Source: an optimization exercise on an open RTL-to-GDS flow (aim: small area, a short achievable clock period and few clock cycles per item). Production flows keep margins and buffers that such runs may drop. No run shown here included a check of the RTL's function; only the layout flow was run. Power and IR drop assume default switching activity.

## flow/design.v (module list and top-level ports; edited modules follow where they fit)
// module fp_mul_pipe: 2401 lines
// module fp_fa: 4 lines
// module fp_ha: 4 lines
module fp_mul_pipe
#(
  parameter int EXP_W = 8,
  parameter int MAN_W = 23,
  localparam int W = 1 + EXP_W + MAN_W
) (
  input  logic         clk,
  input  logic         reset,
  input  logic         in_valid,
  output logic         in_ready,
  input  logic         rnd_mode,
  input  logic [W-1:0] a,
  input  logic [W-1:0] b,
  output logic         out_valid,
  input  logic         out_ready,
  output logic [W-1:0] c,
  output logic         ovf,
  output logic         unf,
  output logic         inv
);
  // ...
==> flow/flow/run.sh <==
#!/bin/bash
# Layout flow: the standard ORFS flow (standard.sh, unchanged synthesis),
# with port buffers of a plain small buffer cell instead of the default
# choice, and timing repair allowed to change cell footprints.
set -euo pipefail
bash standard.sh \
  MATCH_CELL_FOOTPRINT=0 \
  BUFFER_PORTS_ARGS="-buffer_cell sky130_fd_sc_hd__buf_2" \
  finish > standard.log 2>&1
==> flow/standard.sh <==
#!/bin/bash
# synth_recipe.tcl (not shown) runs the flow's synth.tcl, then flattens the netlist and writes it again
# the make line also repeats each setting of config.mk as NAME=value (left out here)
make -C /OpenROAD-flow-scripts/flow DESIGN_CONFIG=/design/flow/config.mk WORK_HOME=/design/flow/orfs CLKGATE_MAP_FILE= SYNTH_SCRIPT=/design/flow/synth_recipe.tcl "${@:-finish}"
==> flow/config.mk <==
export PLATFORM = sky130hd
export DESIGN_NAME = fp_mul_pipe
export DESIGN_NICKNAME = fp_mul_pipe
export VERILOG_FILES = /design/flow/design.v
export SDC_FILE = /design/flow/constraint.sdc
export NUM_CORES = 4
export LEC_CHECK = 0
export ABC_AREA = 1
export CAP_MARGIN = 20
export CORE_MARGIN = 2
export CORE_UTILIZATION = 40
export CTS_BUF_LIST = sky130_fd_sc_hd__clkbuf_4 sky130_fd_sc_hd__clkbuf_8
export SETUP_SLACK_MARGIN = 4.0
export SLEW_MARGIN = 20
export SYNTH_HIERARCHICAL = 1
export SYNTH_MINIMUM_KEEP_SIZE = 0
==> flow/constraint.sdc <==
create_clock -name core_clock -period 8.5 [get_ports {clk}]
set_input_delay 1.7000 -clock core_clock [delete_from_list [all_inputs] [get_ports {clk}]]
set_output_delay 1.7000 -clock core_clock [all_outputs]
set_load 0.01 [all_outputs]
==> summary.md, run 1 <==
| Metric | Value |
|---|---|
| Post_cts resized | 72 |
| Largest Register | c_q |
| Period utilization | 0.540 |
| Final setup margin | 3.91 ns |
| Layer with the highest usage | met2 |
| RSZ-0062 raised after global routing | true |
| Final Non-Filler Cells | 2,891 |
| Outcome | finished clean |
| Max Root-Sink Buffers | 2 |
| Crit path max-delay cell type | fa_1 |
| Post-synthesis register bit count | 178 |
| Crit path arrival time | 4.92 ns |
| Number of setup violations in the final report | 0 |
| Largest power group | combinational cells |
| P&R area growth vs syn | 15.1% |
| Worst hold margin | 0.427 ns |
| Reg-to-Reg End | r1_ls |
| Non-clk invs | 206 |
| Post-synth top area cell | fa_1 |
| Final #Nets | 2,644 |
| Grt met2 use | 0.384 |
| WL met2 | 29,200 um |
| Post-Synth XOR/XNOR Area | 0.133 |
| Antenna violations before repair | 2 |
| Vias in the first global route | 16,900 |
| Seq. pwr | 1.67 mW |
| GRT Overall Usage | 0.243 |
| # diodes | 1 |
==> inputs of run 2 (changes only) <==
--- a/flow/design.v
+++ b/flow/design.v
@@ -1134,18 +1134,36 @@
   logic pg1011;
   logic pq1012;
   logic pg1013;
   logic pq1014;
   logic pg1015;
   logic pq1016;
   logic pg1017;
   logic pq1018;
-  logic lo_c1019;
-  logic lo_st1020;
+  logic pg1019;
+  logic pq1020;
+  logic pg1021;
+  logic pq1022;
+  logic pg1023;
+  logic pq1024;
+  logic pg1025;
+  logic pq1026;
+  logic pg1027;
+  logic pq1028;
+  logic pg1029;
+  logic pq1030;
+  logic pg1031;
+  logic pq1032;
+  logic pg1033;
+  logic pq1034;
+  logic pg1035;
+  logic pq1036;
+  logic lo_c1037;
+  logic lo_st1038;
   logic r1_lc;
   logic r1_ls;
   logic r1_22_0;
   logic r1_22_1;
   logic r1_23_0;
   logic r1_23_1;
   logic r1_24_0;
   logic r1_24_1;
@@ -1878,80 +1896,101 @@
   assign pg961 = cg933 | (cp934 & cg931);
   assign pq962 = cp934 & cp932;
   assign pg963 = cg937 | (cp938 & cg935);
   assign pq964 = cp938 & cp936;
   assign pg965 = cg941 | (cp942 & cg939);
   assign pq966 = cp942 & cp940;
   assign pg967 = cg945 | (cp946 & cg943);
   assign pq968 = cp946 & cp944;
-  assign pg969 = pg949 | (pq950 & pg947);
-  assign pq970 = pq950 & pq948;
-  assign pg971 = pg953 | (pq954 & pg951);
-  assign pq972 = pq954 & pq952;
-  assign pg973 = pg957 | (pq958 & pg955);
-  assign pq974 = pq958 & pq956;
-  assign pg975 = pg961 | (pq962 & pg959);
-  assign pq976 = pq962 & pq960;
-  assign pg977 = pg965 | (pq966 & pg963);
-  assign pq978 = pq966 & pq964;
-  assign pg979 = pg971 | (pq972 & pg969);
-  assign pq980 = pq972 & pq970;
-  assign pg981 = pg975 | (pq976 & pg973);
-  assign pq982 = pq976 & pq974;
-  assign pg983 = pg981 | (pq982 & pg979);
-  assign pq984 = pq982 & pq980;
-  assign pg985 = pg973 | (pq974 & pg979);
-  assign pq986 = pq974 & pq980;
-  assign pg987 = pg977 | (pq978 & pg983);
-  assign pq988 = pq978 & pq984;
-  assign pg989 = pg951 | (pq952 & pg969);
-  assign pq990 = pq952 & pq970;
-  assign pg991 = pg955 | (pq956 & pg979);
-  assign pq992 = pq956 & pq980;
-  assign pg993 = pg959 | (pq960 & pg985);
-  assign pq994 = pq960 & pq986;
-  assign pg995 = pg963 | (pq964 & pg983);
-  assign pq996 = pq964 & pq984;
-  assign pg997 = pg967 | (pq968 & pg987);
-  assign pq998 = pq968 & pq988;
-  assign pg999 = cg907 | (cp908 & pg947);
-  assign pq1000 = cp908 & pq948;
-  assign pg1001 = cg911 | (cp912 & pg969);
-  assign pq1002 = cp912 & pq970;
-  assign pg1003 = cg915 | (cp916 & pg989);
-  assign pq1004 = cp916 & pq990;
-  assign pg1005 = cg919 | (cp920 & pg979);
-  assign pq1006 = cp920 & pq980;
-  assign pg1007 = cg923 | (cp924 & pg991);
-  assign pq1008 = cp924 & pq992;
-  assign pg1009 = cg927 | (cp928 & pg985);
-  assign pq1010 = cp928 & pq986;
-  assign pg1011 = cg931 | (cp932 & pg993);
-  assign pq1012 = cp932 & pq994;
-  assign pg1013 = cg935 | (cp936 & pg983);
-  assign pq1014 = cp936 & pq984;
-  assign pg1015 = cg939 | (cp940 & pg995);
-  assign pq1016 = cp940 & pq996;
-  assign pg1017 = cg943 | (cp944 & pg987);
-  assign pq1018 = cp944 & pq988;
-  assign lo_c1019 = pg997;
-  assign lo_st1020 = (cp906 ^ 1'b0) | (pp2 ^ (bn0 | pp1)) | (cp908 ^ pp2) | (cp910 ^ (hs813 | pp27)) | (cp912 ^ (hc814 | hs815)) | (cp914 ^ (hc816 | fs817)) | (cp916 ^ (fc818 | fs819)) | (cp918 ^ (fc820 | fs821)) | (cp920 ^ (fc822 | fs823)) | (cp922 ^ (fc824 | fs825)) | (cp924 ^ (fc826 | fs827)) | (cp926 ^ (fc828 | fs829)) | (cp928 ^ (fc830 | fs831)) | (cp930 ^ (fc832 | fs833)) | (cp932 ^ (fc834 | fs835)) | (cp934 ^ (fc836 | fs837)) | (cp936 ^ (fc838 | fs839)) | (cp938 ^ (fc840 | fs841)) | (cp940 ^ (fc842 | fs843)) | (cp942 ^ (fc844 | fs845)) | (cp944 ^ (fc846 | fs847)) | (cp946 ^ (fc848 | fs849));
+  assign pg969 = cg907 | (cp908 & pg947);
+  assign pq970 = cp908 & pq948;
+  assign pg971 = pg949 | (pq950 & pg947);
+  assign pq972 = pq950 & pq948;
+  assign pg973 = cg915 | (cp916 & pg951);
+  assign pq974 = cp916 & pq952;
+  assign pg975 = pg953 | (pq954 & pg951);
+  assign pq976 = pq954 & pq952;
+  assign pg977 = cg923 | (cp924 & pg955);
+  assign pq978 = cp924 & pq956;
+  assign pg979 = pg957 | (pq958 & pg955);
+  assign pq980 = pq958 & pq956;
+  assign pg981 = cg931 | (cp932 & pg959);
+  assign pq982 = cp932 & pq960;
+  assign pg983 = pg961 | (pq962 & pg959);
+  assign pq984 = pq962 & pq960;
+  assign pg985 = cg939 | (cp940 & pg963);
+  assign pq986 = cp940 & pq964;
+  assign pg987 = pg965 | (pq966 & pg963);
+  assign pq988 = pq966 & pq964;
+  assign pg989 = cg911 | (cp912 & pg971);
+  assign pq990 = cp912 & pq972;
+  assign pg991 = pg951 | (pq952 & pg971);
+  assign pq992 = pq952 & pq972;
+  assign pg993 = pg973 | (pq974 & pg971);
+  assign pq994 = pq974 & pq972;
+  assign pg995 = pg975 | (pq976 & pg971);
+  assign pq996 = pq976 & pq972;
+  assign pg997 = cg927 | (cp928 & pg979);
+  assign pq998 = cp928 & pq980;
+  assign pg999 = pg959 | (pq960 & pg979);
+  assign pq1000 = pq960 & pq980;
+  assign pg1001 = pg981 | (pq982 & pg979);
+  assign pq1002 = pq982 & pq980;
+  assign pg1003 = pg983 | (pq984 & pg979);
+  assign pq1004 = pq984 & pq980;
+  assign pg1005 = cg943 | (cp944 & pg987);
+  assign pq1006 = cp944 & pq988;
+  assign pg1007 = pg967 | (pq968 & pg987);
+  assign pq1008 = pq968 & pq988;
+  assign pg1009 = cg919 | (cp920 & pg995);
+  assign pq1010 = cp920 & pq996;
+  assign pg1011 = pg955 | (pq956 & pg995);
+  assign pq1012 = pq956 & pq996;
+  assign pg1013 = pg977 | (pq978 & pg995);
+  assign pq1014 = pq978 & pq996;
+  assign pg1015 = pg979 | (pq980 & pg995);
+  assign pq1016 = pq980 & pq996;
+  assign pg1017 = pg997 | (pq998 & pg995);
+  assign pq1018 = pq998 & pq996;
+  assign pg1019 = pg999 | (pq1000 & pg995);
+  assign pq1020 = pq1000 & pq996;
+  assign pg1021 = pg1001 | (pq1002 & pg995);
+  assign pq1022 = pq1002 & pq996;
+  assign pg1023 = pg1003 | (pq1004 & pg995);
+  assign pq1024 = pq1004 & pq996;
+  assign pg1025 = cg935 | (cp936 & pg1023);
+  assign pq1026 = cp936 & pq1024;
+  assign pg1027 = pg963 | (pq964 & pg1023);
+  assign pq1028 = pq964 & pq1024;
+  assign pg1029 = pg985 | (pq986 & pg1023);
+  assign pq1030 = pq986 & pq1024;
+  assign pg1031 = pg987 | (pq988 & pg1023);
+  assign pq1032 = pq988 & pq1024;
+  assign pg1033 = pg1005 | (pq1006 & pg1023);
+  assign pq1034 = pq1006 & pq1024;
+  assign pg1035 = pg1007 | (pq1008 & pg1023);
+  assign pq1036 = pq1008 & pq1024;
+  assign lo_c1037 = pg1035;
+  assign lo_st1038 = (cp906 ^ 1'b0) | (pp2 ^ (bn0 | pp1)) | (cp908 ^ pp2) | (cp910 ^ (hs813 | pp27)) | (cp912 ^ (hc814 | hs815)) | (cp914 ^ (hc816 | fs817)) | (cp916 ^ (fc818 | fs819)) | (cp918 ^ (fc820 | fs821)) | (cp920 ^ (fc822 | fs823)) | (cp922 ^ (fc824 | fs825)) | (cp924 ^ (fc826 | fs827)) | (cp926 ^ (fc828 | fs829)) | (cp928 ^ (fc830 | fs831)) | (cp930 ^ (fc832 | fs833)) | (cp932 ^ (fc834 | fs835)) | (cp934 ^ (fc836 | fs837)) | (cp936 ^ (fc838 | fs839)) | (cp938 ^ (fc840 | fs841)) | (cp940 ^ (fc842 | fs843)) | (cp942 ^ (fc844 | fs845)) | (cp944 ^ (fc846 | fs847)) | (cp946 ^ (fc848 | fs849));
+  logic st_d, st0;
+  assign st_d = ~((1'b1 & ~(|b[21:0])) | (~(|a[0:0]) & ~(|b[20:0])) | (~(|a[1:0]) & ~(|b[19:0])) | (~(|a[2:0]) & ~(|b[18:0])) | (~(|a[3:0]) & ~(|b[17:0])) | (~(|a[4:0]) & ~(|b[16:0])) | (~(|a[5:0]) & ~(|b[15:0])) | (~(|a[6:0]) & ~(|b[14:0])) | (~(|a[7:0]) & ~(|b[13:0])) | (~(|a[8:0]) & ~(|b[12:0])) | (~(|a[9:0]) & ~(|b[11:0])) | (~(|a[10:0]) & ~(|b[10:0])) | (~(|a[11:0]) & ~(|b[9:0])) | (~(|a[12:0]) & ~(|b[8:0])) | (~(|a[13:0]) & ~(|b[7:0])) | (~(|a[14:0]) & ~(|b[6:0])) | (~(|a[15:0]) & ~(|b[5:0])) | (~(|a[16:0]) & ~(|b[4:0])) | (~(|a[17:0]) & ~(|b[3:0])) | (~(|a[18:0]) & ~(|b[2:0])) | (~(|a[19:0]) & ~(|b[1:0])) | (~(|a[20:0]) & ~(|b[0:0])) | (~(|a[21:0]) & 1'b1));
   logic [9:0] eb_s;
   assign eb_s = {2'b00, a[30:23]} + {2'b00, b[30:23]} - 10'd127;
   always_ff @(posedge clk) begin
     if (reset) vld0 <= 1'b0;
     else if (en) vld0 <= in_valid;
   end
   always_ff @(posedge clk) if (en) begin
     am <= a[22:0]; bm <= b[22:0];
     s0 <= a[31] ^ b[31]; m0 <= rnd_mode;
     inv0 <= (&a[30:23]) | (&b[30:23]);
     zero0 <= ~(|a[30:23]) | ~(|b[30:23]);
     e0 <= eb_s;
+    st0 <= st_d;
     bo0 <= bo0_d;
     bt0 <= bt0_d;
     bo1 <= bo1_d;
     bt1 <= bt1_d;
     bo2 <= bo2_d;
     bt2 <= bt2_d;
     bo3 <= bo3_d;
     bt3 <= bt3_d;
@@ -1976,18 +2015,18 @@
   logic [9:0] e1;
   always_ff @(posedge clk) begin
     if (en) begin
       s1    <= s0;
       m1    <= m0;
       inv1  <= inv0;
       zero1 <= zero0;
       e1    <= e0;
-      r1_lc <= lo_c1019;
-      r1_ls <= lo_st1020;
+      r1_lc <= lo_c1037;
+      r1_ls <= st0;
       r1_22_0 <= fc852;
       r1_22_1 <= fs853;
       r1_23_0 <= fc854;
       r1_23_1 <= fs855;
       r1_24_0 <= fc856;
       r1_24_1 <= fs857;
       r1_25_0 <= fc858;
       r1_25_1 <= fs859;
@@ -2036,34 +2075,16 @@
       r1_47_0 <= fc902;
       r1_47_1 <= fs903;
       r1_48_0 <= fc904;
     end
   end
   logic [47:0] px, py, prod;
   assign px = {r1_47_0, r1_46_0, r1_45_0, r1_44_0, r1_43_0, r1_42_0, r1_41_0, r1_40_0, r1_39_0, r1_38_0, r1_37_0, r1_36_0, r1_35_0, r1_34_0, r1_33_0, r1_32_0, r1_31_0, r1_30_0, r1_29_0, r1_28_0, r1_27_0, r1_26_0, r1_25_0, r1_24_0, r1_23_0, r1_22_0, 1'b0, 1'b0, 1'b0, 1'b0, 1'b0, 1'b0, 1'b0, 1'b0, 1'b0, 1'b0, 1'b0, 1'b0, 1'b0, 1'b0, 1'b0, 1'b0, 1'b0, 1'b0, 1'b0, 1'b0, 1'b0, 1'b0};
   assign py = {r1_47_1, r1_46_1, r1_45_1, r1_44_1, r1_43_1, r1_42_1, r1_41_1, r1_40_1, r1_39_1, r1_38_1, r1_37_1, r1_36_1, r1_35_1, r1_34_1, r1_33_1, r1_32_1, r1_31_1, r1_30_1, r1_29_1, r1_28_1, r1_27_1, r1_26_1, r1_25_1, r1_24_1, r1_23_1, r1_22_1, 1'b0, 1'b0, 1'b0, 1'b0, 1'b0, 1'b0, 1'b0, 1'b0, 1'b0, 1'b0, 1'b0, 1'b0, 1'b0, 1'b0, 1'b0, 1'b0, 1'b0, 1'b0, 1'b0, 1'b0, 1'b0, 1'b0};
-  logic cg1021;
-  logic cp1022;
-  logic cg1023;
-  logic cp1024;
-  logic cg1025;
-  logic cp1026;
-  logic cg1027;
-  logic cp1028;
-  logic cg1029;
-  logic cp1030;
-  logic cg1031;
-  logic cp1032;
-  logic cg1033;
-  logic cp1034;
-  logic cg1035;
-  logic cp1036;
-  logic cg1037;
-  logic cp1038;
   logic cg1039;
   logic cp1040;
   logic cg1041;
   logic cp1042;
   logic cg1043;
   logic cp1044;
   logic cg1045;
   logic cp1046;
@@ -2088,34 +2109,34 @@
   logic cg1065;
   logic cp1066;
   logic cg1067;
   logic cp1068;
   logic cg1069;
   logic cp1070;
   logic cg1071;
   logic cp1072;
-  logic pg1073;
-  logic pq1074;
-  logic pg1075;
-  logic pq1076;
-  logic pg1077;
-  logic pq1078;
-  logic pg1079;
-  logic pq1080;
-  logic pg1081;
-  logic pq1082;
-  logic pg1083;
-  logic pq1084;
-  logic pg1085;
-  logic pq1086;
-  logic pg1087;
-  logic pq1088;
-  logic pg1089;
-  logic pq1090;
+  logic cg1073;
+  logic cp1074;
+  logic cg1075;
+  logic cp1076;
+  logic cg1077;
+  logic cp1078;
+  logic cg1079;
+  logic cp1080;
+  logic cg1081;
+  logic cp1082;
+  logic cg1083;
+  logic cp1084;
+  logic cg1085;
+  logic cp1086;
+  logic cg1087;
+  logic cp1088;
+  logic cg1089;
+  logic cp1090;
   logic pg1091;
   logic pq1092;
   logic pg1093;
   logic pq1094;
   logic pg1095;
   logic pq1096;
   logic pg1097;
   logic pq1098;
@@ -2178,213 +2199,231 @@
   logic pg1155;
   logic pq1156;
   logic pg1157;
   logic pq1158;
   logic pg1159;
   logic pq1160;
   logic pg1161;
   logic pq1162;
-  logic hs_1163;
-  logic hs_1164;
-  logic hs_1165;
-  logic hs_1166;
-  logic hs_1167;
-  logic hs_1168;
-  logic hs_1169;
-  logic hs_1170;
-  logic hs_1171;
-  logic hs_1172;
-  logic hs_1173;
-  logic hs_1174;
-  logic hs_1175;
-  logic hs_1176;
-  logic hs_1177;
-  logic hs_1178;
-  logic hs_1179;
-  logic hs_1180;
+  logic pg1163;
+  logic pq1164;
+  logic pg1165;
+  logic pq1166;
+  logic pg1167;
+  logic pq1168;
+  logic pg1169;
+  logic pq1170;
+  logic pg1171;
+  logic pq1172;
+  logic pg1173;
+  logic pq1174;
+  logic pg1175;
+  logic pq1176;
+  logic pg1177;
+  logic pq1178;
+  logic pg1179;
+  logic pq1180;
   logic hs_1181;
   logic hs_1182;
   logic hs_1183;
   logic hs_1184;
   logic hs_1185;
   logic hs_1186;
   logic hs_1187;
   logic hs_1188;
-  fp_ha u_cp1022 (.a(r1_22_0), .b(r1_22_1), .s(cp1022), .co(cg1021));
-  fp_ha u_cp1024 (.a(r1_23_0), .b(r1_23_1), .s(cp1024), .co(cg1023));
-  fp_ha u_cp1026 (.a(r1_24_0), .b(r1_24_1), .s(cp1026), .co(cg1025));
-  fp_ha u_cp1028 (.a(r1_25_0), .b(r1_25_1), .s(cp1028), .co(cg1027));
-  fp_ha u_cp1030 (.a(r1_26_0), .b(r1_26_1), .s(cp1030), .co(cg1029));
-  fp_ha u_cp1032 (.a(r1_27_0), .b(r1_27_1), .s(cp1032), .co(cg1031));
-  fp_ha u_cp1034 (.a(r1_28_0), .b(r1_28_1), .s(cp1034), .co(cg1033));
-  fp_ha u_cp1036 (.a(r1_29_0), .b(r1_29_1), .s(cp1036), .co(cg1035));
-  fp_ha u_cp1038 (.a(r1_30_0), .b(r1_30_1), .s(cp1038), .co(cg1037));
-  fp_ha u_cp1040 (.a(r1_31_0), .b(r1_31_1), .s(cp1040), .co(cg1039));
-  fp_ha u_cp1042 (.a(r1_32_0), .b(r1_32_1), .s(cp1042), .co(cg1041));
-  fp_ha u_cp1044 (.a(r1_33_0), .b(r1_33_1), .s(cp1044), .co(cg1043));
-  fp_ha u_cp1046 (.a(r1_34_0), .b(r1_34_1), .s(cp1046), .co(cg1045));
-  fp_ha u_cp1048 (.a(r1_35_0), .b(r1_35_1), .s(cp1048), .co(cg1047));
-  fp_ha u_cp1050 (.a(r1_36_0), .b(r1_36_1), .s(cp1050), .co(cg1049));
-  fp_ha u_cp1052 (.a(r1_37_0), .b(r1_37_1), .s(cp1052), .co(cg1051));
-  fp_ha u_cp1054 (.a(r1_38_0), .b(r1_38_1), .s(cp1054), .co(cg1053));
-  fp_ha u_cp1056 (.a(r1_39_0), .b(r1_39_1), .s(cp1056), .co(cg1055));
-  fp_ha u_cp1058 (.a(r1_40_0), .b(r1_40_1), .s(cp1058), .co(cg1057));
-  fp_ha u_cp1060 (.a(r1_41_0), .b(r1_41_1), .s(cp1060), .co(cg1059));
-  fp_ha u_cp1062 (.a(r1_42_0), .b(r1_42_1), .s(cp1062), .co(cg1061));
-  fp_ha u_cp1064 (.a(r1_43_0), .b(r1_43_1), .s(cp1064), .co(cg1063));
-  fp_ha u_cp1066 (.a(r1_44_0), .b(r1_44_1), .s(cp1066), .co(cg1065));
-  fp_ha u_cp1068 (.a(r1_45_0), .b(r1_45_1), .s(cp1068), .co(cg1067));
-  fp_ha u_cp1070 (.a(r1_46_0), .b(r1_46_1), .s(cp1070), .co(cg1069));
-  fp_ha u_cp1072 (.a(r1_47_0), .b(r1_47_1), .s(cp1072), .co(cg1071));
-  assign pg1073 = cg1021 | (cp1022 & r1_lc);
-  assign pq1074 = cp1022 & 1'b0;
-  assign pg1075 = cg1025 | (cp1026 & cg1023);
-  assign pq1076 = cp1026 & cp1024;
-  assign pg1077 = cg1029 | (cp1030 & cg1027);
-  assign pq1078 = cp1030 & cp1028;
-  assign pg1079 = cg1033 | (cp1034 & cg1031);
-  assign pq1080 = cp1034 & cp1032;
-  assign pg1081 = cg1037 | (cp1038 & cg1035);
-  assign pq1082 = cp1038 & cp1036;
-  assign pg1083 = cg1041 | (cp1042 & cg1039);
-  assign pq1084 = cp1042 & cp1040;
-  assign pg1085 = cg1045 | (cp1046 & cg1043);
-  assign pq1086 = cp1046 & cp1044;
-  assign pg1087 = cg1049 | (cp1050 & cg1047);
-  assign pq1088 = cp1050 & cp1048;
-  assign pg1089 = cg1053 | (cp1054 & cg1051);
-  assign pq1090 = cp1054 & cp1052;
-  assign pg1091 = cg1057 | (cp1058 & cg1055);
-  assign pq1092 = cp1058 & cp1056;
-  assign pg1093 = cg1061 | (cp1062 & cg1059);
-  assign pq1094 = cp1062 & cp1060;
-  assign pg1095 = cg1065 | (cp1066 & cg1063);
-  assign pq1096 = cp1066 & cp1064;
-  assign pg1097 = cg1069 | (cp1070 & cg1067);
-  assign pq1098 = cp1070 & cp1068;
-  assign pg1099 = pg1075 | (pq1076 & pg1073);
-  assign pq1100 = pq1076 & pq1074;
-  assign pg1101 = pg1079 | (pq1080 & pg1077);
-  assign pq1102 = pq1080 & pq1078;
-  assign pg1103 = pg1083 | (pq1084 & pg1081);
-  assign pq1104 = pq1084 & pq1082;
-  assign pg1105 = pg1087 | (pq1088 & pg1085);
-  assign pq1106 = pq1088 & pq1086;
-  assign pg1107 = pg1091 | (pq1092 & pg1089);
-  assign pq1108 = pq1092 & pq1090;
-  assign pg1109 = pg1095 | (pq1096 & pg1093);
-  assign pq1110 = pq1096 & pq1094;
-  assign pg1111 = pg1101 | (pq1102 & pg1099);
-  assign pq1112 = pq1102 & pq1100;
-  assign pg1113 = pg1105 | (pq1106 & pg1103);
-  assign pq1114 = pq1106 & pq1104;
-  assign pg1115 = pg1109 | (pq1110 & pg1107);
-  assign pq1116 = pq1110 & pq1108;
-  assign pg1117 = pg1113 | (pq1114 & pg1111);
-  assign pq1118 = pq1114 & pq1112;
-  assign pg1119 = pg1115 | (pq1116 & pg1117);
-  assign pq1120 = pq1116 & pq1118;
-  assign pg1121 = pg1103 | (pq1104 & pg1111);
-  assign pq1122 = pq1104 & pq1112;
-  assign pg1123 = pg1107 | (pq1108 & pg1117);
-  assign pq1124 = pq1108 & pq1118;
-  assign pg1125 = pg1077 | (pq1078 & pg1099);
-  assign pq1126 = pq1078 & pq1100;
-  assign pg1127 = pg1081 | (pq1082 & pg1111);
-  assign pq1128 = pq1082 & pq1112;
-  assign pg1129 = pg1085 | (pq1086 & pg1121);
-  assign pq1130 = pq1086 & pq1122;
-  assign pg1131 = pg1089 | (pq1090 & pg1117);
-  assign pq1132 = pq1090 & pq1118;
-  assign pg1133 = pg1093 | (pq1094 & pg1123);
-  assign pq1134 = pq1094 & pq1124;
-  assign pg1135 = pg1097 | (pq1098 & pg1119);
-  assign pq1136 = pq1098 & pq1120;
-  assign pg1137 = cg1023 | (cp1024 & pg1073);
-  assign pq1138 = cp1024 & pq1074;
-  assign pg1139 = cg1027 | (cp1028 & pg1099);
-  assign pq1140 = cp1028 & pq1100;
-  assign pg1141 = cg1031 | (cp1032 & pg1125);
-  assign pq1142 = cp1032 & pq1126;
-  assign pg1143 = cg1035 | (cp1036 & pg1111);
-  assign pq1144 = cp1036 & pq1112;
-  assign pg1145 = cg1039 | (cp1040 & pg1127);
-  assign pq1146 = cp1040 & pq1128;
-  assign pg1147 = cg1043 | (cp1044 & pg1121);
-  assign pq1148 = cp1044 & pq1122;
-  assign pg1149 = cg1047 | (cp1048 & pg1129);
-  assign pq1150 = cp1048 & pq1130;
-  assign pg1151 = cg1051 | (cp1052 & pg1117);
-  assign pq1152 = cp1052 & pq1118;
-  assign pg1153 = cg1055 | (cp1056 & pg1131);
-  assign pq1154 = cp1056 & pq1132;
-  assign pg1155 = cg1059 | (cp1060 & pg1123);
-  assign pq1156 = cp1060 & pq1124;
-  assign pg1157 = cg1063 | (cp1064 & pg1133);
-  assign pq1158 = cp1064 & pq1134;
-  assign pg1159 = cg1067 | (cp1068 & pg1119);
-  assign pq1160 = cp1068 & pq1120;
-  assign pg1161 = cg1071 | (cp1072 & pg1135);
-  assign pq1162 = cp1072 & pq1136;
-  assign hs_1163 = cp1022 ^ r1_lc;
-  assign hs_1164 = cp1024 ^ pg1073;
-  assign hs_1165 = cp1026 ^ pg1137;
-  assign hs_1166 = cp1028 ^ pg1099;
-  assign hs_1167 = cp1030 ^ pg1139;
-  assign hs_1168 = cp1032 ^ pg1125;
-  assign hs_1169 = cp1034 ^ pg1141;
-  assign hs_1170 = cp1036 ^ pg1111;
-  assign hs_1171 = cp1038 ^ pg1143;
-  assign hs_1172 = cp1040 ^ pg1127;
-  assign hs_1173 = cp1042 ^ pg1145;
-  assign hs_1174 = cp1044 ^ pg1121;
-  assign hs_1175 = cp1046 ^ pg1147;
-  assign hs_1176 = cp1048 ^ pg1129;
-  assign hs_1177 = cp1050 ^ pg1149;
-  assign hs_1178 = cp1052 ^ pg1117;
-  assign hs_1179 = cp1054 ^ pg1151;
-  assign hs_1180 = cp1056 ^ pg1131;
-  assign hs_1181 = cp1058 ^ pg1153;
-  assign hs_1182 = cp1060 ^ pg1123;
-  assign hs_1183 = cp1062 ^ pg1155;
-  assign hs_1184 = cp1064 ^ pg1133;
-  assign hs_1185 = cp1066 ^ pg1157;
-  assign hs_1186 = cp1068 ^ pg1119;
-  assign hs_1187 = cp1070 ^ pg1159;
-  assign hs_1188 = cp1072 ^ pg1135;
+  logic hs_1189;
+  logic hs_1190;
+  logic hs_1191;
+  logic hs_1192;
+  logic hs_1193;
+  logic hs_1194;
+  logic hs_1195;
+  logic hs_1196;
+  logic hs_1197;
+  logic hs_1198;
+  logic hs_1199;
+  logic hs_1200;
+  logic hs_1201;
+  logic hs_1202;
+  logic hs_1203;
+  logic hs_1204;
+  logic hs_1205;
+  logic hs_1206;
+  fp_ha u_cp1040 (.a(r1_22_0), .b(r1_22_1), .s(cp1040), .co(cg1039));
+  fp_ha u_cp1042 (.a(r1_23_0), .b(r1_23_1), .s(cp1042), .co(cg1041));
+  fp_ha u_cp1044 (.a(r1_24_0), .b(r1_24_1), .s(cp1044), .co(cg1043));
+  fp_ha u_cp1046 (.a(r1_25_0), .b(r1_25_1), .s(cp1046), .co(cg1045));
+  fp_ha u_cp1048 (.a(r1_26_0), .b(r1_26_1), .s(cp1048), .co(cg1047));
+  fp_ha u_cp1050 (.a(r1_27_0), .b(r1_27_1), .s(cp1050), .co(cg1049));
+  fp_ha u_cp1052 (.a(r1_28_0), .b(r1_28_1), .s(cp1052), .co(cg1051));
+  fp_ha u_cp1054 (.a(r1_29_0), .b(r1_29_1), .s(cp1054), .co(cg1053));
+  fp_ha u_cp1056 (.a(r1_30_0), .b(r1_30_1), .s(cp1056), .co(cg1055));
+  fp_ha u_cp1058 (.a(r1_31_0), .b(r1_31_1), .s(cp1058), .co(cg1057));
+  fp_ha u_cp1060 (.a(r1_32_0), .b(r1_32_1), .s(cp1060), .co(cg1059));
+  fp_ha u_cp1062 (.a(r1_33_0), .b(r1_33_1), .s(cp1062), .co(cg1061));
+  fp_ha u_cp1064 (.a(r1_34_0), .b(r1_34_1), .s(cp1064), .co(cg1063));
+  fp_ha u_cp1066 (.a(r1_35_0), .b(r1_35_1), .s(cp1066), .co(cg1065));
+  fp_ha u_cp1068 (.a(r1_36_0), .b(r1_36_1), .s(cp1068), .co(cg1067));
+  fp_ha u_cp1070 (.a(r1_37_0), .b(r1_37_1), .s(cp1070), .co(cg1069));
+  fp_ha u_cp1072 (.a(r1_38_0), .b(r1_38_1), .s(cp1072), .co(cg1071));
+  fp_ha u_cp1074 (.a(r1_39_0), .b(r1_39_1), .s(cp1074), .co(cg1073));
+  fp_ha u_cp1076 (.a(r1_40_0), .b(r1_40_1), .s(cp1076), .co(cg1075));
+  fp_ha u_cp1078 (.a(r1_41_0), .b(r1_41_1), .s(cp1078), .co(cg1077));
+  fp_ha u_cp1080 (.a(r1_42_0), .b(r1_42_1), .s(cp1080), .co(cg1079));
+  fp_ha u_cp1082 (.a(r1_43_0), .b(r1_43_1), .s(cp1082), .co(cg1081));
+  fp_ha u_cp1084 (.a(r1_44_0), .b(r1_44_1), .s(cp1084), .co(cg1083));
+  fp_ha u_cp1086 (.a(r1_45_0), .b(r1_45_1), .s(cp1086), .co(cg1085));
+  fp_ha u_cp1088 (.a(r1_46_0), .b(r1_46_1), .s(cp1088), .co(cg1087));
+  fp_ha u_cp1090 (.a(r1_47_0), .b(r1_47_1), .s(cp1090), .co(cg1089));
+  assign pg1091 = cg1039 | (cp1040 & r1_lc);
+  assign pq1092 = cp1040 & 1'b0;
+  assign pg1093 = cg1043 | (cp1044 & cg1041);
+  assign pq1094 = cp1044 & cp1042;
+  assign pg1095 = cg1047 | (cp1048 & cg1045);
+  assign pq1096 = cp1048 & cp1046;
+  assign pg1097 = cg1051 | (cp1052 & cg1049);
+  assign pq1098 = cp1052 & cp1050;
+  assign pg1099 = cg1055 | (cp1056 & cg1053);
+  assign pq1100 = cp1056 & cp1054;
+  assign pg1101 = cg1059 | (cp1060 & cg1057);
+  assign pq1102 = cp1060 & cp1058;
+  assign pg1103 = cg1063 | (cp1064 & cg1061);
+  assign pq1104 = cp1064 & cp1062;
+  assign pg1105 = cg1067 | (cp1068 & cg1065);
+  assign pq1106 = cp1068 & cp1066;
+  assign pg1107 = cg1071 | (cp1072 & cg1069);
+  assign pq1108 = cp1072 & cp1070;
+  assign pg1109 = cg1075 | (cp1076 & cg1073);
+  assign pq1110 = cp1076 & cp1074;
+  assign pg1111 = cg1079 | (cp1080 & cg1077);
+  assign pq1112 = cp1080 & cp1078;
+  assign pg1113 = cg1083 | (cp1084 & cg1081);
+  assign pq1114 = cp1084 & cp1082;
+  assign pg1115 = cg1087 | (cp1088 & cg1085);
+  assign pq1116 = cp1088 & cp1086;
+  assign pg1117 = pg1093 | (pq1094 & pg1091);
+  assign pq1118 = pq1094 & pq1092;
+  assign pg1119 = pg1097 | (pq1098 & pg1095);
+  assign pq1120 = pq1098 & pq1096;
+  assign pg1121 = pg1101 | (pq1102 & pg1099);
+  assign pq1122 = pq1102 & pq1100;
+  assign pg1123 = pg1105 | (pq1106 & pg1103);
+  assign pq1124 = pq1106 & pq1104;
+  assign pg1125 = pg1109 | (pq1110 & pg1107);
+  assign pq1126 = pq1110 & pq1108;
+  assign pg1127 = pg1113 | (pq1114 & pg1111);
+  assign pq1128 = pq1114 & pq1112;
+  assign pg1129 = pg1119 | (pq1120 & pg1117);
+  assign pq1130 = pq1120 & pq1118;
+  assign pg1131 = pg1123 | (pq1124 & pg1121);
+  assign pq1132 = pq1124 & pq1122;
+  assign pg1133 = pg1127 | (pq1128 & pg1125);
+  assign pq1134 = pq1128 & pq1126;
+  assign pg1135 = pg1131 | (pq1132 & pg1129);
+  assign pq1136 = pq1132 & pq1130;
+  assign pg1137 = pg1133 | (pq1134 & pg1135);
+  assign pq1138 = pq1134 & pq1136;
+  assign pg1139 = pg1121 | (pq1122 & pg1129);
+  assign pq1140 = pq1122 & pq1130;
+  assign pg1141 = pg1125 | (pq1126 & pg1135);
+  assign pq1142 = pq1126 & pq1136;
+  assign pg1143 = pg1095 | (pq1096 & pg1117);
+  assign pq1144 = pq1096 & pq1118;
+  assign pg1145 = pg1099 | (pq1100 & pg1129);
+  assign pq1146 = pq1100 & pq1130;
+  assign pg1147 = pg1103 | (pq1104 & pg1139);
+  assign pq1148 = pq1104 & pq1140;
+  assign pg1149 = pg1107 | (pq1108 & pg1135);
+  assign pq1150 = pq1108 & pq1136;
+  assign pg1151 = pg1111 | (pq1112 & pg1141);
+  assign pq1152 = pq1112 & pq1142;
+  assign pg1153 = pg1115 | (pq1116 & pg1137);
+  assign pq1154 = pq1116 & pq1138;
+  assign pg1155 = cg1041 | (cp1042 & pg1091);
+  assign pq1156 = cp1042 & pq1092;
+  assign pg1157 = cg1045 | (cp1046 & pg1117);
+  assign pq1158 = cp1046 & pq1118;
+  assign pg1159 = cg1049 | (cp1050 & pg1143);
+  assign pq1160 = cp1050 & pq1144;
+  assign pg1161 = cg1053 | (cp1054 & pg1129);
+  assign pq1162 = cp1054 & pq1130;
+  assign pg1163 = cg1057 | (cp1058 & pg1145);
+  assign pq1164 = cp1058 & pq1146;
+  assign pg1165 = cg1061 | (cp1062 & pg1139);
+  assign pq1166 = cp1062 & pq1140;
+  assign pg1167 = cg1065 | (cp1066 & pg1147);
+  assign pq1168 = cp1066 & pq1148;
+  assign pg1169 = cg1069 | (cp1070 & pg1135);
+  assign pq1170 = cp1070 & pq1136;
+  assign pg1171 = cg1073 | (cp1074 & pg1149);
+  assign pq1172 = cp1074 & pq1150;
+  assign pg1173 = cg1077 | (cp1078 & pg1141);
+  assign pq1174 = cp1078 & pq1142;
+  assign pg1175 = cg1081 | (cp1082 & pg1151);
+  assign pq1176 = cp1082 & pq1152;
+  assign pg1177 = cg1085 | (cp1086 & pg1137);
+  assign pq1178 = cp1086 & pq1138;
+  assign pg1179 = cg1089 | (cp1090 & pg1153);
+  assign pq1180 = cp1090 & pq1154;
+  assign hs_1181 = cp1040 ^ r1_lc;
+  assign hs_1182 = cp1042 ^ pg1091;
+  assign hs_1183 = cp1044 ^ pg1155;
+  assign hs_1184 = cp1046 ^ pg1117;
+  assign hs_1185 = cp1048 ^ pg1157;
+  assign hs_1186 = cp1050 ^ pg1143;
+  assign hs_1187 = cp1052 ^ pg1159;
+  assign hs_1188 = cp1054 ^ pg1129;
+  assign hs_1189 = cp1056 ^ pg1161;
+  assign hs_1190 = cp1058 ^ pg1145;
+  assign hs_1191 = cp1060 ^ pg1163;
+  assign hs_1192 = cp1062 ^ pg1139;
+  assign hs_1193 = cp1064 ^ pg1165;
+  assign hs_1194 = cp1066 ^ pg1147;
+  assign hs_1195 = cp1068 ^ pg1167;
+  assign hs_1196 = cp1070 ^ pg1135;
+  assign hs_1197 = cp1072 ^ pg1169;
+  assign hs_1198 = cp1074 ^ pg1149;
+  assign hs_1199 = cp1076 ^ pg1171;
+  assign hs_1200 = cp1078 ^ pg1141;
+  assign hs_1201 = cp1080 ^ pg1173;
+  assign hs_1202 = cp1082 ^ pg1151;
+  assign hs_1203 = cp1084 ^ pg1175;
+  assign hs_1204 = cp1086 ^ pg1137;
+  assign hs_1205 = cp1088 ^ pg1177;
+  assign hs_1206 = cp1090 ^ pg1153;
   logic st_lo_zd;
   assign st_lo_zd = r1_ls;
   assign prod[21:0] = '0;
-  assign prod[22] = hs_1163;
-  assign prod[23] = hs_1164;
-  assign prod[24] = hs_1165;
-  assign prod[25] = hs_1166;
-  assign prod[26] = hs_1167;
-  assign prod[27] = hs_1168;
-  assign prod[28] = hs_1169;
-  assign prod[29] = hs_1170;
-  assign prod[30] = hs_1171;
-  assign prod[31] = hs_1172;
-  assign prod[32] = hs_1173;
-  assign prod[33] = hs_1174;
-  assign prod[34] = hs_1175;
-  assign prod[35] = hs_1176;
-  assign prod[36] = hs_1177;
-  assign prod[37] = hs_1178;
-  assign prod[38] = hs_1179;
-  assign prod[39] = hs_1180;
-  assign prod[40] = hs_1181;
-  assign prod[41] = hs_1182;
-  assign prod[42] = hs_1183;
-  assign prod[43] = hs_1184;
-  assign prod[44] = hs_1185;
-  assign prod[45] = hs_1186;
-  assign prod[46] = hs_1187;
-  assign prod[47] = hs_1188;
+  assign prod[22] = hs_1181;
+  assign prod[23] = hs_1182;
+  assign prod[24] = hs_1183;
+  assign prod[25] = hs_1184;
+  assign prod[26] = hs_1185;
+  assign prod[27] = hs_1186;
+  assign prod[28] = hs_1187;
+  assign prod[29] = hs_1188;
+  assign prod[30] = hs_1189;
+  assign prod[31] = hs_1190;
+  assign prod[32] = hs_1191;
+  assign prod[33] = hs_1192;
+  assign prod[34] = hs_1193;
+  assign prod[35] = hs_1194;
+  assign prod[36] = hs_1195;
+  assign prod[37] = hs_1196;
+  assign prod[38] = hs_1197;
+  assign prod[39] = hs_1198;
+  assign prod[40] = hs_1199;
+  assign prod[41] = hs_1200;
+  assign prod[42] = hs_1201;
+  assign prod[43] = hs_1202;
+  assign prod[44] = hs_1203;
+  assign prod[45] = hs_1204;
+  assign prod[46] = hs_1205;
+  assign prod[47] = hs_1206;
   logic ovf_0, ovf_1, unf_0, unf_1;
   logic [7:0] e8_0, e8_1;
   assign ovf_0 = !e1[9] && (e1 >= 10'd255);
   assign ovf_1 = !e1[9] && (e1 >= 10'd254);
   assign unf_0 = e1[9] || (e1 == 10'd0);
   assign unf_1 = e1[9];
   assign e8_0 = e1[7:0];
   assign e8_1 = e1[7:0] + 8'd1;
==> flow/config.mk (replaced) <==
export PLATFORM = sky130hd
export DESIGN_NAME = fp_mul_pipe
export DESIGN_NICKNAME = fp_mul_pipe
export VERILOG_FILES = /design/flow/design.v
export SDC_FILE = /design/flow/constraint.sdc
export NUM_CORES = 4
export LEC_CHECK = 0
export ABC_AREA = 1
export CAP_MARGIN = 20
export CORE_MARGIN = 2
export CORE_UTILIZATION = 40
export CTS_BUF_LIST = sky130_fd_sc_hd__clkbuf_8 sky130_fd_sc_hd__clkbuf_16
export SETUP_SLACK_MARGIN = 4.0
export SLEW_MARGIN = 20
export SYNTH_HIERARCHICAL = 1
export SYNTH_MINIMUM_KEEP_SIZE = 0
==> run 2 against run 1 <==
Net effect:
- largest cell class unchanged
- sequential share of layout area up 0.38 points
- synthesized cell count up 2.0%
- global-route usage decreased by 2.6 points
- highest routed layer unchanged
==> summary.md, run 2 <==
| Metric | Value |
|---|---|
| Outcome | finished clean |
| Syn_area_per_cell | 9.97 um^2 |
| Post-synth ARST share | 0 |
| Num CTS Buffers | 17 |
| Core ar. | 51,400 um^2 |
| Top cell family by delay on the critical path | adder cells |
| Max transition margin | 0.336 |
| Detail Route Antenna Nets | 0 |
| Critical Path Sink | r1_lc |
| Commonest non-fill, non-tap cell in the layout | xor2_1 |
| P&R area growth vs syn | 12.7% |
| Worst-case clock skew | 0.0113 ns |
| HP Class | register to register |
| Setup TNS | 0 ns |
| Largest Register | c_q |
| Commonest cells after routing, fill and taps aside | 289 x xor2_1, 259 x fa_1, 257 x o22ai_1, 237 x nand2_1, 178 x inv_1 |
| Crit path kind | register to register |
| Filler instances | 4,745 |
| Seq/Total Area, Yosys | 0.257 |
| Drt wl/cell | 20.3 um |
| CP most frequent cell | fa_1 |
| Complex-gate fraction of the synthesized area | 0.106 |
| Buf/Inv on CP | 2 |
| Reg-to-Reg End | r1_lc |
| Worst vdd ir | 0.000282 V |
| DRC viols | 0 |
| Number of max-cap violations | 0 |
| Adder-cell share of the synthesized area | 0.322 |
| Largest family of logic cells by synthesized area | adder cells |
| IO Count | 106 |
| Post-synthesis register bit count | 179 (+0.56%) |
| Pleak | 10.1 nW |
| H-tree depth | 4 |
| Fin crit period | 4.49 ns |
| DP HPWL | 41,900 um |
| Worst hold margin | 0.420 ns (-0.00753 ns) |
| CTS Sinks | 179 |
| RSZ-0062 raised after global routing | true |
| Worst path required time | 8.72 ns |
| Antenna violations before repair | 0 (-2) |
| Max reg flops | 32 |
| Worst reg2reg path startpoint | bt2 |
| Initial Util | 0.405 |
| Vias in the first global route | 16,300 (-3.6%) |
| Multiplexer share of the synthesized area | 0.00324 |
| Yosys top cell area share | 0.255 |
| Final #Nets | 2,632 (-0.45%) |
| Clock latency (worst-skew pair) | 0.47 ns |
| Max Root-Sink Buffers | 2 (unchanged) |
| Syn Inst Count | 2,088 |
| Yosys Warn Count | 7 |
| Number of setup violations in the final report | 0 (unchanged) |
| Hold Fails Final Rpt | 0 |
| Fin. max-slew vios | 0 |
| Crit path max-delay cell type | fa_1 |
| Via count | 16,100 |
| Cell Area, Synth | 20,800 um^2 |
| Sequence of cells on the critical path | clkinvlp_4, buf_12, o22ai_2, xor2_1, fa_1, fa_1, fa_2, fa_1, fa_1, ha_1, nand2_1, nor2_1, a211oi_1, o31ai_1 |
| Drt total wl | 58,600 um |
| Die width | 232 um |
| Crit path arrival time | 4.70 ns (-0.22 ns) |
| Ys flop type | edfxtp_1 |
| DRT Pass-1 Iters | 5 |
| Post-Synth XOR/XNOR Area | 0.130 (-0.00384) |
| CP Capture Type | register |
| I/O Buffers | 105 |
| Period utilization | 0.528 (-0.0120) |
| Share of cells above drive strength 1 | 0.166 |
| Largest fanout on the critical path | 4 |
| Startpoint Class | register |
| Num rows | 83 |
| GRT overflow | 0 |
| Post-synth cell types | 52 |
| Vias per Instance | 5.58 |
| Fmax | 223 MHz |
| EDFF count, synth | 176 |
| Largest net degree at the start of global routing | 71 |
| # diodes | 0 (-1) |
| Ranking of synthesized cells by area | fa_1 25%, edfxtp_1 25%, xor2_1 12%, o22ai_1 8.0%, ha_1 6.7% |
| DIE AREA | 53,900 um^2 |
| Clock slew at reported path FFs | 0.07 ns |
| CTS tree | done |
| Most common cell in the netlist | xor2_1 |
| R2R cell count | 14 |
| Crit path launch | bt2 |
| Slew @ Worst Pin | 0.996 ns |
| Most instantiated cells after synthesis | 294 x xor2_1, 265 x fa_1, 265 x o22ai_1 |
| FF-to-FF setup slack | 4.01 ns |
| Crit-path max cell delay | 0.50 ns |
| First-pass GRT wire length | 90,300 um |
| Routability congestion estimate | 0.913 |
| Die height | 232 um |
| Crit path depth | 14 |
| Post-CTS Hold Fix Bufs | 0 |
| DR iter-0 viols | 1,454 |
| Simple-Gate Fraction of Synth Area | 0.118 |
| Cell Pwr Density | 431 nW/um^2 |
| Top flop regs | c_q (32), am (23), bm (12) |
| CTS root buf | clkbuf_16 |
| GRT Overall Usage | 0.218 (-0.0256) |
| Post-synth top area cell | fa_1 |
[run 2: final cells by class]
type / instances / area [um^2] / share of cell area
Multi-Input combinational cell: 1583 / 14500 / 0.616
Sequential cell: 179 / 5350 / 0.228
Timing Repair Buffer: 200 / 1470 / 0.0625
Tap cell: 680 / 851 / 0.0363
Inverter: 196 / 777 / 0.0331
Clock buffer: 17 / 425 / 0.0181
Clock inverter: 15 / 108 / 0.00458
Timing Repair inverter: 9 / 45.0 / 0.00192
[run 2: per-stage QoR]
stage | worst slack [ns] | cells | util | cell area [um^2] | power (mW)
3_5_place_dp | 3.28 | 2789 | 0.429 | 22000 | 9.19
3_3_place_gp | 3.52 | 2789 | 0.429 | 22000 | 9.02
5_1_grt | 3.86 | 2879 | 0.457 | 23500 | 11.3
2_1_floorplan | 2.97 | 2099 | - | 20900 | 7.24
6_report | 4.01 | 2879 | 0.457 | 23500 | 10.1
4_1_cts | 4.00 | 2844 | 0.444 | 22800 | 10.0
[run 2: repair_timing]
item                                    in CTS  in global routing
setup buffers                               13                 27
gates resized for setup                     24                 49
endpoints found under the setup margin      35                 43
pin swaps                                    1                 16
gates cloned                                10                  7
[run 2: worst min-delay path by stage]
| stage | from | to | slack [ns] | cells past startpoint |
|---|---|---|---|---|
| 2_1_floorplan | e0[0] | e1[0] | 0.40 | 0 |
| 3_3_place_gp | e0[3] | e1[3] | 0.40 | 0 |
| 3_5_place_dp | e0[0] | e1[0] | 0.40 | 0 |
| 4_1_cts | e0[0] | e1[0] | 0.42 | 0 |
| 5_1_grt | e0[2] | e1[2] | 0.42 | 0 |
| 6_report | e0[2] | e1[2] | 0.42 | 0 |
[run 2: layer usage]
| layer | GRT usage | wire length [um] |
|---|---|---|
| met3 | 0.0425 | 5040 |
| met5 | 0 | 0 |
| met2 | 0.338 | 26500 |
| met4 | 0.109 | 2480 |
| met1 | 0.290 | 24600 |
[run 2: logic make-up (layout without fill, tap and decap cells)]
family | Yosys count | in the layout
AND/OR/NAND/NOR | 519 | 523
adder cells (fa/ha/maj) | 377 | 377
AO/OA/AOI/OAI | 356 | 356
buffers and inverters | 341 | 437
XOR/XNOR | 308 | 308
flip-flops | 179 | 179
multiplexers | 6 | 6
other | 2 | 13
[run 2: where the power goes]
part / total (mW) / internal (mW) / switching, mW / leakage, nW
Sequential: 1.68 / 1.58 / 0.0990 / 1.87
Combinational: 7.73 / 3.16 / 4.57 / 7.96
Clock: 0.720 / 0.374 / 0.346 / 0.262
Total: 10.1 / 5.11 / 5.02 / 10.1
[run 2: modules after synthesis, one instance, submodules excluded]
module,copies in the design,flip-flops and latches
fp_fa,264,0
fp_mul_pipe,1,179
fp_ha,79,0
==> inputs of run 3 (changes only) <==
--- a/flow/config.mk
+++ b/flow/config.mk
@@ -12,3 +12,3 @@
 export CTS_BUF_LIST = sky130_fd_sc_hd__clkbuf_8 sky130_fd_sc_hd__clkbuf_16
-export SETUP_SLACK_MARGIN = 4.0
+export SETUP_SLACK_MARGIN = 3.7
 export SLEW_MARGIN = 20
==> run 3 against run 2 <==
Net effect:
- core utilization decreased by 1.1 points
- cell count fell by 1.2%
- fmax shrank 1.8%
==> summary.md, run 3 <==
| Metric | Value |
|---|---|
| Worst vdd ir | 0.000392 V (+39%) |
| Crit path arrival time | 4.79 ns (+0.09 ns) |
| FF-to-FF setup slack | 3.93 ns (-0.08 ns) |
| Largest net degree at the start of global routing | 72 (+1.4%) |
| R2R cell count | 15 (+1) |
| CTS tree | done |
| Sequence of cells on the critical path | inv_1, buf_8, o22ai_1, xor2_1, fa_1, fa_1, fa_1, fa_1, fa_1, ha_1, a21oi_1, o21a_1, nor2_1, a211oi_1, o31ai_1 |
| Hold depth | 0 (unchanged) |
| Finished Core Util | 0.446 (-0.0109) |
| Final setup margin | 3.93 ns (-0.0816 ns) |
| Power Internal | 5.10 mW (-0.21%) |
| Num rows | 83 (unchanged) |
| Cell Pwr Density | 439 nW/um^2 (+1.7%) |
| WL met1 | 24,600 um (about the same) |
| Number of max-cap violations | 0 (unchanged) |
| Antenna violations before repair | 0 (unchanged) |
| Cell Area, Synth | 20,800 um^2 (unchanged) |
| Largest fanout on the critical path | 24 (+20) |
| Commonest non-fill, non-tap cell in the layout | xor2_1 |
| Share of cells above drive strength 1 | 0.139 (-0.0264) |
| Fmax | 219 MHz (-1.8%) |
| Sequential share of power | 0.167 (about the same) |
| CTS root buf | clkbuf_16 |
| Drt wl/cell | 20.1 um (-1.2%) |
| Number of setup violations in the final report | 0 (unchanged) |
| Slew @ Worst Pin | 0.983 ns (-0.0128 ns) |
| GRT overflow | 0 (unchanged) |
| Worst reg2reg path startpoint | am[18] |
| Top flop regs | c_q (32), am (23), bm (12) |
| P&R area growth vs syn | 10.0% |
| Syn Inst Count | 2,088 (unchanged) |
| Combinational power share | 0.750 (-0.013) |
| HP Start | e0[0] |
| RSZ-0062 raised after global routing | false |
| GRT Overall Usage | 0.215 (-0.00242) |
| Max reg flops | 32 (unchanged) |
| EDFF count, synth | 176 (unchanged) |
| First-pass GRT wire length | 89,700 um (-0.70%) |
| Switching share of power | 0.493 (-0.00249) |
| Post-synthesis register bit count | 179 (unchanged) |
| Highest metal used | met4 |
| Worst-case clock skew | 0.00891 ns (-0.00239 ns) |
| Outcome | finished clean |
| Routability congestion estimate | 0.912 (-0.13%) |
| Vias in the first global route | 16,100 (-1.3%) |
| Final #Nets | 2,597 (-1.3%) |
| Max Root-Sink Buffers | 2 (unchanged) |
| Worst path required time | 8.72 ns (about the same) |
| Hold Fails Final Rpt | 0 (unchanged) |
| Crit-path max cell delay | 0.51 ns (about the same) |
| Via count | 15,700 (-2.5%) |
| Reg-to-Reg End | r1_lc |
| Crit path kind | register to register |
| DIE AREA | 53,900 um^2 (unchanged) |
| DRT Pass-1 Iters | 6 (+1) |
| CTS Sinks | 179 (unchanged) |
| Largest Register | c_q |
| Fin crit period | 4.57 ns (+0.0816 ns) |
| Pleak | 9.88 nW (-2.1%) |
| Ys flop type | edfxtp_1 |
| Drt total wl | 57,100 um (-2.4%) |
| Startpoint Class | register |
| Post-synth top area cell | fa_1 |
| Detail Route Antenna Nets | 0 (unchanged) |
| DRC viols | 0 (unchanged) |
| Setup TNS | 0 ns (unchanged) |
| CP Capture Type | register |
| HP Class | register to register |
| CP most frequent cell | fa_1 |
| Most common cell in the netlist | xor2_1 |
| Max transition margin | 0.341 (+0.00520) |
| Die height | 232 um (unchanged) |
| Fin. max-slew vios | 0 (unchanged) |
| DP HPWL | 41,800 um (-0.33%) |
| Initial Util | 0.405 (unchanged) |
| Syn_area_per_cell | 9.97 um^2 (unchanged) |
| H-tree depth | 4 (unchanged) |
| # diodes | 0 (unchanged) |
| Post-synth cell types | 52 (unchanged) |
| Met3 wire length | 4710 um (-6.5%) |
| Clock Power Share | 0.083 (+0.012) |
| Yosys Warn Count | 7 (unchanged) |
| Post-synth ARST share | 0 (unchanged) |
| I/O Buffers | 105 (unchanged) |
| DR iter-0 viols | 1,288 (-11%) |
| Ranking of synthesized cells by area | fa_1 25%, edfxtp_1 25%, xor2_1 12%, o22ai_1 8.0%, ha_1 6.7% |
| Clock slew at reported path FFs | 0.07 ns (about the same) |
| Period utilization | 0.538 (+0.00960) |
| Most instantiated cells after synthesis | 294 x xor2_1, 265 x fa_1, 265 x o22ai_1 |
| Vias per Instance | 5.51 (-1.3%) |
| Crit path max-delay cell type | fa_1 |
| Num CTS Buffers | 17 (unchanged) |
| Core ar. | 51,400 um^2 (unchanged) |
| Clock latency (worst-skew pair) | 0.47 ns (about the same) |
| WL met2 | 25,600 um (-3.3%) |
| Placement Setup Slack | 3.28 ns (+0.00465 ns) |
| Seq/Total Area, Yosys | 0.257 (unchanged) |
| Yosys top cell area share | 0.255 (unchanged) |
| Switch Pwr | 4.96 mW (-1.2%) |
| Commonest cells after routing, fill and taps aside | 292 x xor2_1, 265 x o22ai_1, 265 x fa_1, 238 x nand2_1, 184 x inv_1 |
| Die width | 232 um (unchanged) |
| Post-CTS Hold Fix Bufs | 0 (unchanged) |
| Min-Delay Endpoint | e1[0] |
| IO Count | 106 (unchanged) |
[run 3: cell counts after synthesis]
Identical to the previous run, type by type.
[run 3: cells by family (layout without fill, tap and decap cells)]
group / after synthesis / count (layout) / synth area share
buf+inv: 341 / 405 / 0.0639
other cells: 2 / 13 / 0.000361
fa+ha+maj: 377 / 377 / 0.322
flops: 179 / 179 / 0.257
xor+xnor: 308 / 308 / 0.130
simple gates: 519 / 520 / 0.118
compound gates: 356 / 356 / 0.106
mux: 6 / 6 / 0.00324
[run 3: per-stage QoR]
| stage | area [um^2] | hold WS (ns) | instances | total power, mW |
|---|---|---|---|---|
| floorplan | 20900 | 0.400 | 2099 | 7.24 |
| global placement | 22000 | 0.401 | 2791 | 9.03 |
| detailed placement | 22000 | 0.405 | 2791 | 9.23 |
| CTS | 22700 | 0.424 | 2823 | 10.1 |
| global route | 22900 | 0.425 | 2844 | 11.3 |
| finish | 22900 | 0.422 | 2844 | 10.1 |
[run 3: layer usage]
layer	up-vias	track usage
met5	-	0
met1	7673	0.289
met4	0	0.0917
met3	119	0.0480
li1	7192	-
met2	686	0.334
[run 3: power by group through the flow]
| stage | sequential [mW] | combinational, mW | clock (mW) |
|---|---|---|---|
| after floorplan | 1.72 | 5.53 | 0 |
| after global placement | 1.69 | 7.34 | 0 |
| after detailed placement | 1.70 | 7.53 | 0 |
| after CTS | 1.68 | 7.57 | 0.863 |
| after global routing | 1.71 | 8.69 | 0.890 |
| final | 1.68 | 7.54 | 0.836 |
[run 3: Yosys stat by module, one instance, submodules excluded]
module       cell area [um^2]  cells inside
fp_fa                    20.0             1
fp_ha                    12.5             1
fp_mul_pipe             14500          1745
[run 3: how the worst max path moves through the flow]
stage	startpoint	to	slack, ns	depth (start not counted)
5_1_grt	bm[0]	r1_lc	3.67	14
3_5_place_dp	r1_22_0	c_q[7]	3.28	26
6_report	am[18]	r1_lc	3.93	15
4_1_cts	bt2	r1_lc	3.75	13
2_1_floorplan	out_ready	in_ready	2.97	2
3_3_place_gp	r1_22_0	c_q[5]	3.52	26
[run 3: layout make-up]
cell class	count	area, um^2
multi-input combinational	1580	14300
timing repair buffer	170	1040
fill	4887	28500
timing repair inverter	7	35.0
tap	680	851
clock buffer	17	425
sequential	179	5350
clock inverter	15	194
inverter	196	766
[run 3: repair_timing]
item / 4_1_cts / 5_1_grt
resized for setup: 2 / 19
setup endpoints to repair: 33 / 34
hold endpoints to repair: 0 / 0
pin swaps: 0 / 0
setup buffers: 0 / 13
cloned: 0 / 8
[run 3: worst max-delay path, delay by kind of cell, from the launching register on]
kind / cells / cell delay, ns
AOI/OAI and AO/OA: 5 / 0.70
xor gates and xnor gates: 1 / 0.23
adders and majority gates: 6 / 2.57
buffers and inverters: 2 / 0.35
DFF: 1 / 0.43
and+or+nand+nor: 1 / 0.04

## port drivers added, routing unchanged
In the flow no input, the clock included, has a driving cell. The finished layouts below were timed again as built, in two steps.
Step 1 sets driving cells, clkbuf_16 on the clock port and buf_2 on the other inputs (assumed; they add their load-dependent delay and slew).
Step 2 adds t to the input delays and takes it off the output delays; t is the mean of the earliest and latest rising clock arrival at the registers after step 1. Input paths then give back, and output paths get back, about the clock's delay inside the block.
Three values: ideal, step 1, step 2; two values: the first two.
run | shift t [ns] | slack for setup (ns) | worst setup path after step 2
run 1 | 0.609 | 3.910 / 3.910 / 3.910 | register to register
run 2 | 0.522 | 4.012 / 4.012 / 4.012 | register to register
run 3 | 0.526 | 3.930 / 3.930 / 3.930 | register to register
After both steps setup and hold are still met in every run listed.
